Source: an optimization exercise on an open RTL-to-GDS flow (aim: small area, a short achievable clock period and few clock cycles). Production flows keep margins and buffers that such runs may drop. Where RTL was checked, it was by simulation tests only, not by an equivalence proof against the original. No activity file was given, so power comes from the tool's default toggle rates.

==> flow/design.v (excerpt) <==
module slab_alloc_top (
    input  logic                    clk,
    input  logic                    rst,
    input  logic [15:0]             req_size,
    input  logic                    req_valid,
    output logic                    req_ready,
    output logic [32-1:0] malloc_pointer,
    output logic                    malloc_failed,
    output logic                    malloc_valid,
    input  logic                    malloc_ready,
    input  logic [32-1:0] free_pointer,
    input  logic [15:0]             free_size,
    input  logic                    free_valid,
    output logic                    free_ready,
    output logic                    error_overflow
);
For scale: about 1600 cells after synthesis, about 580 flip-flops.
Settings: LEC_CHECK=0, CAP_MARGIN=20, CORE_MARGIN=2, CORE_UTILIZATION=40, SETUP_SLACK_MARGIN=4.0, SLEW_MARGIN=20; clock period 6.0 ns.
run.sh (not shown) runs the stock make flow with config.mk's settings and CLKGATE_MAP_FILE= SYNTH_SCRIPT=/design/flow/synth_recipe.tcl, a recipe that flattens the netlist after the stock synthesis.
The first run finished with timing, DRC and antenna clean.
Edit:
- SETUP_SLACK_MARGIN: 4.0 -> 3.5
What happened: The new run completed with no timing, DRC or antenna violations; final cell count goes down by 1.1%; power shrinks by 2.0%; design area is lower by 2.8%; via count decreases by 1.8%; count of clock-buffer cells in the layout rose by 10; sequential power barely changes; register-to-register slack gets worse by 170 ps; clock skew shrinks by 6.5 ps.
No run of this note included a check of the RTL's function; only the layout flow was run.

========
Setup of 08-16:
Another version of the RTL of slab_alloc_top (not shown whole).
Size: ~1600 cells after synthesis, about 550 flip-flops, about 110 I/O pins, about 24000 um^2 of cells after synthesis.
Design slab_alloc_top, start of the top module:
module slab_alloc_top (
    input  logic                    clk,
    input  logic                    rst,
    input  logic [15:0]             req_size,
    input  logic                    req_valid,
    output logic                    req_ready,
    output logic [32-1:0] malloc_pointer,
    output logic                    malloc_failed,
    output logic                    malloc_valid,
    input  logic                    malloc_ready,
    input  logic [32-1:0] free_pointer,
    input  logic [15:0]             free_size,
    input  logic                    free_valid,
    output logic                    free_ready,
    output logic                    error_overflow
);
==> flow/config.mk <==
export PLATFORM = sky130hd
export DESIGN_NAME = slab_alloc_top
export DESIGN_NICKNAME = slab_alloc_top
export VERILOG_FILES = /design/flow/design.v
export SDC_FILE = /design/flow/constraint.sdc
export NUM_CORES = 4
export LEC_CHECK = 0
export CAP_MARGIN = 20
export CORE_MARGIN = 2
export CORE_UTILIZATION = 55
export CTS_BUF_LIST = sky130_fd_sc_hd__clkbuf_8
export CTS_CLUSTER_DIAMETER = 50
export CTS_CLUSTER_SIZE = 20
export PLACE_DENSITY = 0.7
export SETUP_SLACK_MARGIN = 3.5
export SLEW_MARGIN = 20
==> flow/constraint.sdc <==
create_clock -name core_clock -period 6.0 [get_ports {clk}]
set_input_delay 1.2000 -clock core_clock [delete_from_list [all_inputs] [get_ports {clk}]]
set_output_delay 1.2000 -clock core_clock [all_outputs]
set_load 0.01 [all_outputs]
The following lists how 07-20 was set up differently from 08-16:
Settings: a change of CORE_UTILIZATION from 55 to 40; a deleted PLACE_DENSITY that had been 0.7.
### Flow results
- Compared to 08-16, the routing of 07-20 uses more wire.
- 07-20: done, clean on timing, DRC and antenna
- 07-20 vs 08-16: part of the total power dissipated in the clock network up
- Largest net degree at the start of global routing down 14 in 07-20 wrt 08-16
- Looking only at utilization, and setting everything else aside, the lower value of 07-20 and 08-16 goes to 07-20.
No functional check of the RTL was part of any run of this note.

========
The RTL this note starts from:
==> flow/design.v <==
`timescale 1ns/1ps
module slab_alloc_top (
    input  logic                    clk,
    input  logic                    rst,
    input  logic [15:0]             req_size,
    input  logic                    req_valid,
    output logic                    req_ready,
    output logic [32-1:0] malloc_pointer,
    output logic                    malloc_failed,
    output logic                    malloc_valid,
    input  logic                    malloc_ready,
    input  logic [32-1:0] free_pointer,
    input  logic [15:0]             free_size,
    input  logic                    free_valid,
    output logic                    free_ready,
    output logic                    error_overflow
);
    function automatic logic [4:1] size_class(input logic [15:0] s);
        logic nz;
        logic [4:1] le;      
        nz = s != 16'd0;
        le[1] = s[15:7] == 9'd0 && !(s[6] && s[5:0] != 6'd0);
        le[2] = s[15:8] == 8'd0 && !(s[7] && s[6:0] != 7'd0);
        le[3] = s[15:9] == 7'd0 && !(s[8] && s[7:0] != 8'd0);
        le[4] = s[15:10] == 6'd0 && !(s[9] && s[8:0] != 9'd0);
        size_class[1] = nz && le[1];
        size_class[2] = le[2] && !le[1];
        size_class[3] = le[3] && !le[2];
        size_class[4] = le[4] && !le[3];
    endfunction
    logic [4:1] acls;
    logic [4:1] fcls;
    logic       acc_alloc;
    logic       acc_free;
    assign acls = size_class(req_size);
    assign fcls = size_class(free_size);
    assign acc_alloc = req_valid;
    assign acc_free = free_valid;
    assign req_ready = 1'b1;
    assign free_ready = 1'b1;
    logic [3:0] pg;
    logic       pg_avail;
    assign pg_avail = pg != 4'd10;
    logic [4:1] wr;
    logic [4:1] pop;
    logic [4:1] bg_set;
    logic       pg_take;
    logic [7:0] wr_data;
    logic [8:0] effm [1:4];      
    logic [7:0] remd [1:4];      
    logic [4:1] ok;              
    logic [4:1] full;            
    logic [4:1] ne;              
    logic [4:1] a_push;          
    logic [4:1] a_page;          
    logic [8:0] ptr_q;
    logic [8:0] ptr_next;
    logic [7:0] rem_next;
    always_comb begin
        ptr_next = '0;
        rem_next = '0;
        for (int k = 1; k <= 4; k++) begin
            ptr_next = ptr_next | (acls[k] ? effm[k] : 9'd0);
            rem_next = rem_next | (acls[k] ? remd[k] : 8'd0);
        end
    end
    always_ff @(posedge clk) begin
        if (rst) begin
            malloc_valid <= 1'b0;
            malloc_failed <= 1'b0;
            wr <= '0;
            pop <= '0;
            bg_set <= '0;
            pg_take <= 1'b0;
            error_overflow <= 1'b0;
        end else begin
            if (acc_alloc) begin
                malloc_valid <= 1'b1;
                malloc_failed <= (acls & ok) == '0;
            end else if (malloc_ready) begin
                malloc_valid <= 1'b0;
            end
            if (acc_alloc) begin
                wr <= acls & a_push;
                pop <= acls & ne;
                bg_set <= acls & a_push;
                pg_take <= (acls & a_page) != '0;
            end else begin
                wr <= acc_free ? (fcls & ~full) : 4'd0;
                pop <= '0;
                bg_set <= '0;
                pg_take <= 1'b0;
            end
            error_overflow <= acc_free && (fcls & full) != '0;
        end
    end
    always_ff @(posedge clk) begin
        if (acc_alloc)
            ptr_q <= ptr_next;
        wr_data <= acc_free ? free_pointer[13:6] : rem_next;
    end
    assign malloc_pointer = {17'd0, ptr_q, 6'd0};
    always_ff @(posedge clk) begin
        if (rst)
            pg <= 4'd2;
        else if (pg_take)
            pg <= pg + 1'b1;
    end
    function automatic logic [3:0] inc15(input logic [3:0] x);
        inc15 = x == 4'd14 ? 4'd0 : x + 1'b1;
    endfunction
    for (genvar k = 1; k <= 4; k++) begin : g_cls
        localparam int W = 9 - k;
        localparam int OW = 6 - k;
        logic [W-1:0] mem [15];
        logic [W-1:0] head_q;
        logic [3:0]   rd;
        logic [3:0]   wt;
        logic [4:0]   cnt;       
        logic         empty;     
        logic         one;       
        logic         bg_h;
        logic         bg_m;
        logic [3:0]   bg_s;
        logic         hasrem;
        logic [7:0]   a8;
        logic [7:0]   r8;
        logic [W-1:0] wr_k;
        logic         to_ring;
        logic         head_ld;
        logic         head_wr;
        logic [7:0]   h_a8;
        logic [7:0]   h_r8;
        logic [7:0]   w_a8;
        logic [7:0]   p_a8;
        logic [7:0]   p_r8;
        assign wr_k = wr_data[7:k-1];
        assign h_a8 = 8'({head_q, {(k-1){1'b0}}});
        assign h_r8 = 8'({head_q[W-1:OW], head_q[OW-1:0] + 1'b1, {(k-1){1'b0}}});
        assign w_a8 = 8'({wr_k, {(k-1){1'b0}}});
        assign p_a8 = {pg[2:0], 5'd0};
        assign p_r8 = 8'({pg[2:0], {(OW-1){1'b0}}, 1'b1, {(k-1){1'b0}}});
        assign ne[k] = !empty || wr[k];
        assign full[k] = wr[k] ? cnt == 5'd15 : cnt[4];
        assign a8 = !empty ? h_a8 : wr[k] ? w_a8 : p_a8;
        assign r8 = !empty ? h_r8 : p_r8;
        assign ok[k] = ne[k] || pg_avail;
        assign effm[k] = ok[k] ? {a8[7:6] == 2'b00, a8} : 9'd0;
        assign remd[k] = r8;
        assign hasrem = head_q[OW-1:0] != {OW{1'b1}};
        assign a_push[k] = ne[k] ? (bg_h && hasrem) : pg_avail;
        assign a_page[k] = !ne[k] && pg_avail;
        assign head_wr = empty || one;
        assign to_ring = wr[k] && !empty && !(one && pop[k]);
        assign head_ld = pop[k] || (wr[k] && empty);
        always_ff @(posedge clk) begin
            if (to_ring)
                mem[wt] <= wr_k;
        end
        always_ff @(posedge clk) begin
            if (head_ld)
                head_q <= head_wr ? wr_k : mem[rd];
        end
        always_ff @(posedge clk) begin
            if (rst) begin
                rd <= '0;
                wt <= '0;
                cnt <= '0;
                empty <= 1'b1;
                one <= 1'b0;
                bg_h <= 1'b0;
                bg_m <= 1'b0;
            end else begin
                if (to_ring)
                    wt <= inc15(wt);
                if (pop[k] && !head_wr)
                    rd <= inc15(rd);
                if (wr[k] && !pop[k]) begin
                    cnt <= cnt + 1'b1;
                    empty <= 1'b0;
                    one <= empty;
                end else if (pop[k] && !wr[k]) begin
                    cnt <= cnt - 1'b1;
                    empty <= one;
                    one <= cnt == 5'd2;
                end
                if (head_ld)
                    bg_h <= head_wr ? bg_set[k] : (bg_m && bg_s == rd);
                if (to_ring && bg_set[k]) begin
                    bg_m <= 1'b1;
                    bg_s <= wt;
                end else if (head_ld && !head_wr && bg_s == rd) begin
                    bg_m <= 1'b0;
                end
            end
        end
    end
endmodule
clock: 6.0 ns
lec_check: 0
cap_margin: 20
core_margin: 2
core_utilization: 40
cts_buf_list: sky130_fd_sc_hd__clkbuf_8
cts_cluster_diameter: 50
cts_cluster_size: 20
setup_slack_margin: 3.2
slew_margin: 20
Testbench counts at the start, summed over its fixed seeds: cycles 7,452.
Edit:
Settings changed: CORE_UTILIZATION 40 to 60, SETUP_SLACK_MARGIN 3.2 to 3.5.
=>
- The changed run passed the timing, DRC and antenna checks
- non-clock buffer count rose by 5
- synthesized cell count is unchanged
- count of clock-buffer cells in the layout fell by 2
- utilization rose by 22 points
- die area fell by 33%
- cell count fell by 10%
- clock skew barely changes
Edit:
Settings changed: CORE_UTILIZATION 60 to 40, PLACE_DENSITY set to 0.8.
Effect: Clock-buffer cell count is lower by 11; die area is higher by about 50%; wire length is higher by 2.1%; area after synthesis does not change; non-clock buffer count is higher by 5; clock power is lower by about 13%; global-route usage is lower by 8.5 points; setup slack improves by 22 ps.

==> afterwards: timing with drivers on the ports <==
No port has a modelled driver above. Below, the same layouts with a new extraction and two added sets of constraints. Step 1 (the two cells are an assumption about what drives the block):
set clk [get_ports {clk}]
set_driving_cell -lib_cell sky130_fd_sc_hd__clkbuf_16 $clk
set_driving_cell -lib_cell sky130_fd_sc_hd__buf_2 [delete_from_list [all_inputs] $clk]
Step 2, shift: input delay + t, output delay - t, t = (earliest + latest rising clock arrival at the registers) / 2. This alone moves slack from input paths to output paths. Three values: no drivers, after step 1, after step 2; two values: the first two.
run	t (ns)	slack for setup (ns)	slew at the worst register clock pin (ns)
the first run of note 1	0.667	3.517 / 3.537 / 2.869	0.07 / 0.07
the second run of note 1	0.670	3.404 / 3.425 / 2.755	0.07 / 0.07
08-16	0.696	3.352 / 3.367 / 2.672	0.12 / 0.12
07-20	0.704	3.287 / 3.313 / 2.609	0.12 / 0.12
the first run of note 3	0.720	3.225 / 3.212 / 2.542	0.11 / 0.11
the second run of note 3	0.711	3.322 / 3.337 / 2.627	0.11 / 0.11
the third run of note 3	0.685	3.344 / 3.352 / 2.672	0.12 / 0.12
After both steps every run listed still meets setup and hold. For the second run of note 3, which loses most, drivers alone change the setup slack by +0.015 ns; drivers and shift together by -0.695 ns.
